Background: an optimization exercise with open tools, aiming at small area and a short achievable clock period. Do not read the settings as production practice. Function was checked by simulation only, so behaviour that the tests miss may differ from the original.

== main ==
==> flow/design.v <==
module block_data_memory #(
    parameter int LATENCY    = 5,
    parameter int ADDR_WIDTH = 6,
    parameter int DATA_WIDTH = 32
) (
    input  logic                  CLOCK,
    input  logic                  RESET_N,
    input  logic                  READ,
    input  logic                  WRITE,
    input  logic [ADDR_WIDTH-1:0] ADDRESS,
    input  logic [DATA_WIDTH-1:0] WRITEDATA,
    output logic [DATA_WIDTH-1:0] READDATA,
    output logic                  BUSYWAIT
);
    localparam int RB   = 2;                       
    localparam int RL   = 1 << RB;                 
    localparam int NR   = 1 << (ADDR_WIDTH - RB);  
    localparam int NGRP = NR / 3;                  
    logic                       idle_n;       
    logic                       busy_n;       
    logic [LATENCY-1:0]         acc;          
    logic                       start;        
    logic                       fire;         
    logic [RB-1:0]              req_addr;     
    logic [DATA_WIDTH-1:0]      xfer;         
    logic [DATA_WIDTH-1:0]      xfer_in;
    logic                       req_write;    
    logic                       cleared;      
    logic                       clr;          
    logic [DATA_WIDTH-1:0]      wbus;         
    logic [RB-1:0]              rot;          
    logic [RB-1:0]              pos_next;     
    logic                       at_port;      
    logic                       entering;     
    logic [NR-1:0]              ring_sel;     
    logic [NR-1:0]              wr_word;      
    logic [NR-1:0]              wr_ring;      
    logic                       rd_take;      
    logic [DATA_WIDTH-1:0]      ring [NR][RL];
    logic [DATA_WIDTH-1:0]      rd_word;
    assign start = ~idle_n & (READ | WRITE);
    assign fire  = acc[LATENCY-1];
    always_ff @(posedge CLOCK or negedge RESET_N) begin
        if (!RESET_N) begin
            idle_n <= 1'b0;
            busy_n <= 1'b1;
            acc    <= '0;
            rot    <= '0;
            cleared <= 1'b0;
        end else begin
            idle_n <= ~((~idle_n & ~(READ | WRITE)) | (busy_n & idle_n));
            busy_n <= ~(start | (~busy_n & ~fire));
            acc    <= {acc[LATENCY-2:0], start};
            rot    <= rot + 1'b1;
            cleared <= cleared | (rot == '1);
        end
    end
    always_ff @(posedge CLOCK) begin
        if (start) begin
            req_addr  <= ADDRESS[RB-1:0];
            for (int r = 0; r < NR; r++) ring_sel[r] <= (ADDRESS[ADDR_WIDTH-1:RB] == (ADDR_WIDTH-RB)'(r));
        end
    end
    always_ff @(posedge CLOCK or negedge RESET_N) begin
        if (!RESET_N) begin
            req_write <= 1'b0;
        end else if (start) begin
            req_write <= WRITE;
        end
    end
    assign clr  = ~cleared;
    for (genvar b = 0; b < DATA_WIDTH; b++) begin : g_wbus
        bdm_and2 u_and (.a(xfer[b]), .b(cleared), .y(wbus[b]));
    end
    assign pos_next = (start ? ADDRESS[RB-1:0] : req_addr) + rot + 1'b1;
    always_ff @(posedge CLOCK) begin
        at_port  <= (pos_next == '0);
        entering <= (pos_next == '1);
    end
    assign rd_take = ~busy_n & ~req_write & at_port;
    always_comb begin
        for (int r = 0; r < NR; r++) begin
            wr_word[r]  = req_write & entering & ring_sel[r];
        end
    end
    for (genvar r = 0; r < NR; r++) begin : g_wr
        bdm_xor2 u_xor (.a(clr), .b(wr_word[r]), .y(wr_ring[r]));
    end
    logic [DATA_WIDTH-1:0] ring_in [NR];
    for (genvar r = 0; r < NR; r++) begin : g_port
        logic keep;
        assign keep = ~wr_ring[r];
        for (genvar b = 0; b < DATA_WIDTH; b++) begin : g_bit
            bdm_ao22 u_ao (.a1(ring[r][RL-1][b]), .a2(keep), .b1(wbus[b]), .b2(wr_ring[r]), .y(ring_in[r][b]));
        end
    end
    always_ff @(posedge CLOCK) begin
        for (int r = 0; r < NR; r++) begin
            ring[r][0] <= ring_in[r];
            for (int k = 1; k < RL; k++) begin
                ring[r][k] <= ring[r][k-1];
            end
        end
    end
    for (genvar b = 0; b < DATA_WIDTH; b++) begin : g_bit
        logic [NGRP:0] grp_n;            
        logic [1:0]    l1;
        for (genvar g = 0; g < NGRP; g++) begin : g_grp
            bdm_aoi222 u_aoi (
                .s0(ring_sel[3*g]),   .d0(ring[3*g][0][b]),
                .s1(ring_sel[3*g+1]), .d1(ring[3*g+1][0][b]),
                .s2(ring_sel[3*g+2]), .d2(ring[3*g+2][0][b]),
                .y_n(grp_n[g])
            );
        end
        bdm_nand2 u_last (.a(ring_sel[NR-1]), .b(ring[NR-1][0][b]), .y_n(grp_n[NGRP]));
        bdm_nand3 u_l1_0 (.a(grp_n[0]), .b(grp_n[1]), .c(grp_n[2]), .y_n(l1[0]));
        bdm_nand3 u_l1_1 (.a(grp_n[3]), .b(grp_n[4]), .c(grp_n[5]), .y_n(l1[1]));
        assign rd_word[b] = l1[0] | l1[1];
    end
    for (genvar b = 0; b < DATA_WIDTH; b++) begin : g_xfer
        bdm_ao22 u_ao (.a1(WRITEDATA[b]), .a2(start), .b1(rd_word[b]), .b2(~start), .y(xfer_in[b]));
    end
    always_ff @(posedge CLOCK) begin
        if ((start && WRITE) || rd_take) begin
            xfer <= xfer_in;
        end
    end
    logic [DATA_WIDTH-1:0] rd_q;
    logic                  rd_valid;
    always_ff @(posedge CLOCK) begin
        if (fire && !req_write) begin
            rd_q <= xfer;
        end
    end
    always_ff @(posedge CLOCK or negedge RESET_N) begin
        if (!RESET_N) begin
            rd_valid <= 1'b0;
        end else if (fire && !req_write) begin
            rd_valid <= 1'b1;
        end
    end
    assign READDATA = rd_q & {DATA_WIDTH{rd_valid}};
    logic bw_req_n;
    bdm_o21ai u_bw_req (.a1(READ),   .a2(WRITE),    .b1(RESET_N), .y_n(bw_req_n));
    bdm_o21ai u_bw_out (.a1(idle_n), .a2(bw_req_n), .b1(busy_n),  .y_n(BUSYWAIT));
endmodule
module bdm_aoi222 (
    input  logic s0, d0, s1, d1, s2, d2,
    output logic y_n
);
    assign y_n = ~((s0 & d0) | (s1 & d1) | (s2 & d2));
endmodule
module bdm_nand2 (
    input  logic a, b,
    output logic y_n
);
    assign y_n = ~(a & b);
endmodule
module bdm_nand3 (
    input  logic a, b, c,
    output logic y_n
);
    assign y_n = ~(a & b & c);
endmodule
module bdm_ao22 (
    input  logic a1, a2, b1, b2,
    output logic y
);
    assign y = (a1 & a2) | (b1 & b2);
endmodule
module bdm_xor2 (
    input  logic a, b,
    output logic y
);
    assign y = a ^ b;
endmodule
module bdm_and2 (
    input  logic a, b,
    output logic y
);
    assign y = a & b;
endmodule
module bdm_o21ai (
    input  logic a1, a2, b1,
    output logic y_n
);
    assign y_n = ~((a1 | a2) & b1);
endmodule
==> flow/config.mk <==
export PLATFORM = sky130hd
export DESIGN_NAME = block_data_memory
export DESIGN_NICKNAME = block_data_memory
export VERILOG_FILES = /design/flow/design.v
export SDC_FILE = /design/flow/constraint.sdc
export NUM_CORES = 4
export LEC_CHECK = 0
export CAP_MARGIN = 20
export CORE_MARGIN = 2
export CORE_UTILIZATION = 70
export SETUP_SLACK_MARGIN = 2.9
export SLEW_MARGIN = 20
export SYNTH_HIERARCHICAL = 1
==> flow/constraint.sdc <==
create_clock -name core_clock -period 5.5 [get_ports {CLOCK}]
set_input_delay 1.1000 -clock core_clock [delete_from_list [all_inputs] [get_ports {CLOCK}]]
set_output_delay 1.1000 -clock core_clock [all_outputs]
set_load 0.01 [all_outputs]
standard.sh (not shown) runs the stock make flow with config.mk's settings and CLKGATE_MAP_FILE= SYNTH_SCRIPT=/design/flow/synth_recipe.tcl, a recipe that flattens the netlist after the stock synthesis.
==> flow/flow/run.sh <==
#!/bin/bash
# The standard layout (standard.sh, all steps), with two changes:
# - clock tree synthesis uses larger sink clusters (27 sinks, 75 um) and no
#   dummy loads, so the tree needs far fewer buffers;
# - the port buffers that placement inserts on every input and output are
#   buf_2 cells rather than the delay cells it picks by default.
# The make output goes to standard.log here; each step's own log is under
# orfs/logs/.
set -euo pipefail
here=$(cd "$(dirname "${BASH_SOURCE[0]}")/.." && pwd)
cd "$here"
export CTS_ARGS="-sink_clustering_enable -repair_clock_nets -dont_use_dummy_load -sink_clustering_size 27 -sink_clustering_max_diameter 75"
export BUFFER_PORTS_ARGS="-buffer_cell sky130_fd_sc_hd__buf_2"
bash ./standard.sh > "$here/standard.log" 2>&1
Setup changes, main to the feature branch
--- a/flow/design.v
+++ b/flow/design.v
@@ -33,4 +33,5 @@
     logic                       at_port;      
     logic                       entering;     
+    logic [ADDR_WIDTH-RB-1:0]   req_ring;     
     logic [NR-1:0]              ring_sel;     
     logic [NR-1:0]              wr_word;      
@@ -59,5 +60,5 @@
         if (start) begin
             req_addr  <= ADDRESS[RB-1:0];
-            for (int r = 0; r < NR; r++) ring_sel[r] <= (ADDRESS[ADDR_WIDTH-1:RB] == (ADDR_WIDTH-RB)'(r));
+            req_ring  <= ADDRESS[ADDR_WIDTH-1:RB];
         end
     end
@@ -81,4 +82,5 @@
     always_comb begin
         for (int r = 0; r < NR; r++) begin
+            ring_sel[r] = (req_ring == (ADDR_WIDTH-RB)'(r));
             wr_word[r]  = req_write & entering & ring_sel[r];
         end
@@ -127,19 +129,11 @@
         end
     end
-    logic [DATA_WIDTH-1:0] rd_q;
-    logic                  rd_valid;
-    always_ff @(posedge CLOCK) begin
-        if (fire && !req_write) begin
-            rd_q <= xfer;
+    always_ff @(posedge CLOCK or negedge RESET_N) begin
+        if (!RESET_N) begin
+            READDATA <= '0;
+        end else if (fire && !req_write) begin
+            READDATA <= xfer;
         end
     end
-    always_ff @(posedge CLOCK or negedge RESET_N) begin
-        if (!RESET_N) begin
-            rd_valid <= 1'b0;
-        end else if (fire && !req_write) begin
-            rd_valid <= 1'b1;
-        end
-    end
-    assign READDATA = rd_q & {DATA_WIDTH{rd_valid}};
     logic bw_req_n;
     bdm_o21ai u_bw_req (.a1(READ),   .a2(WRITE),    .b1(RESET_N), .y_n(bw_req_n));
Results
Ran to the end and failed final checks on antenna violations: the feature branch. The feature branch reports its source of the critical timing path as READ while main reports rd_valid. Met2 capacity usage during global routing: the feature branch higher than main. Comparing the two runs side by side, the feature branch comes out ahead of main on setup slack. In the feature branch relative to main, routed length per placed instance had gone up by a few percent. Per the comparison of the feature branch with main, mean cell area of the mapped netlist fell 0.093 um^2, insertion delay of the later-clocked pin in the worst-skew pair went up. For the feature branch, the end point of the critical path was BUSYWAIT, unlike main, where it was READDATA[26].

[static timing again, ports no longer ideal]
In the flow no input, the clock included, has a driving cell. The finished layouts below were timed again as built, in two steps.
Step 1 (the two cells are an assumption about what drives the block):
set clk [get_ports {CLOCK}]
set_driving_cell -lib_cell sky130_fd_sc_hd__clkbuf_16 $clk
set_driving_cell -lib_cell sky130_fd_sc_hd__buf_2 [delete_from_list [all_inputs] $clk]
Step 2 times the ports against the registers' clock, not the clock port: input delays grow and output delays shrink by t, the midpoint of the rising clock arrivals with the driver on.
Slacks: ideal / step 1 / step 2; pairs: ideal / step 1.
run	shift t [ns]	slack for setup (ns)	worst hold slack (ns)
main	0.716	2.726 / 2.657 / 2.336	0.288 / 0.288 / 0.288
the feature branch	0.726	2.887 / 2.795 / 2.366	0.307 / 0.307 / 0.307
For the feature branch, which loses most, drivers alone change the setup slack by -0.092 ns; drivers and shift together by -0.521 ns.
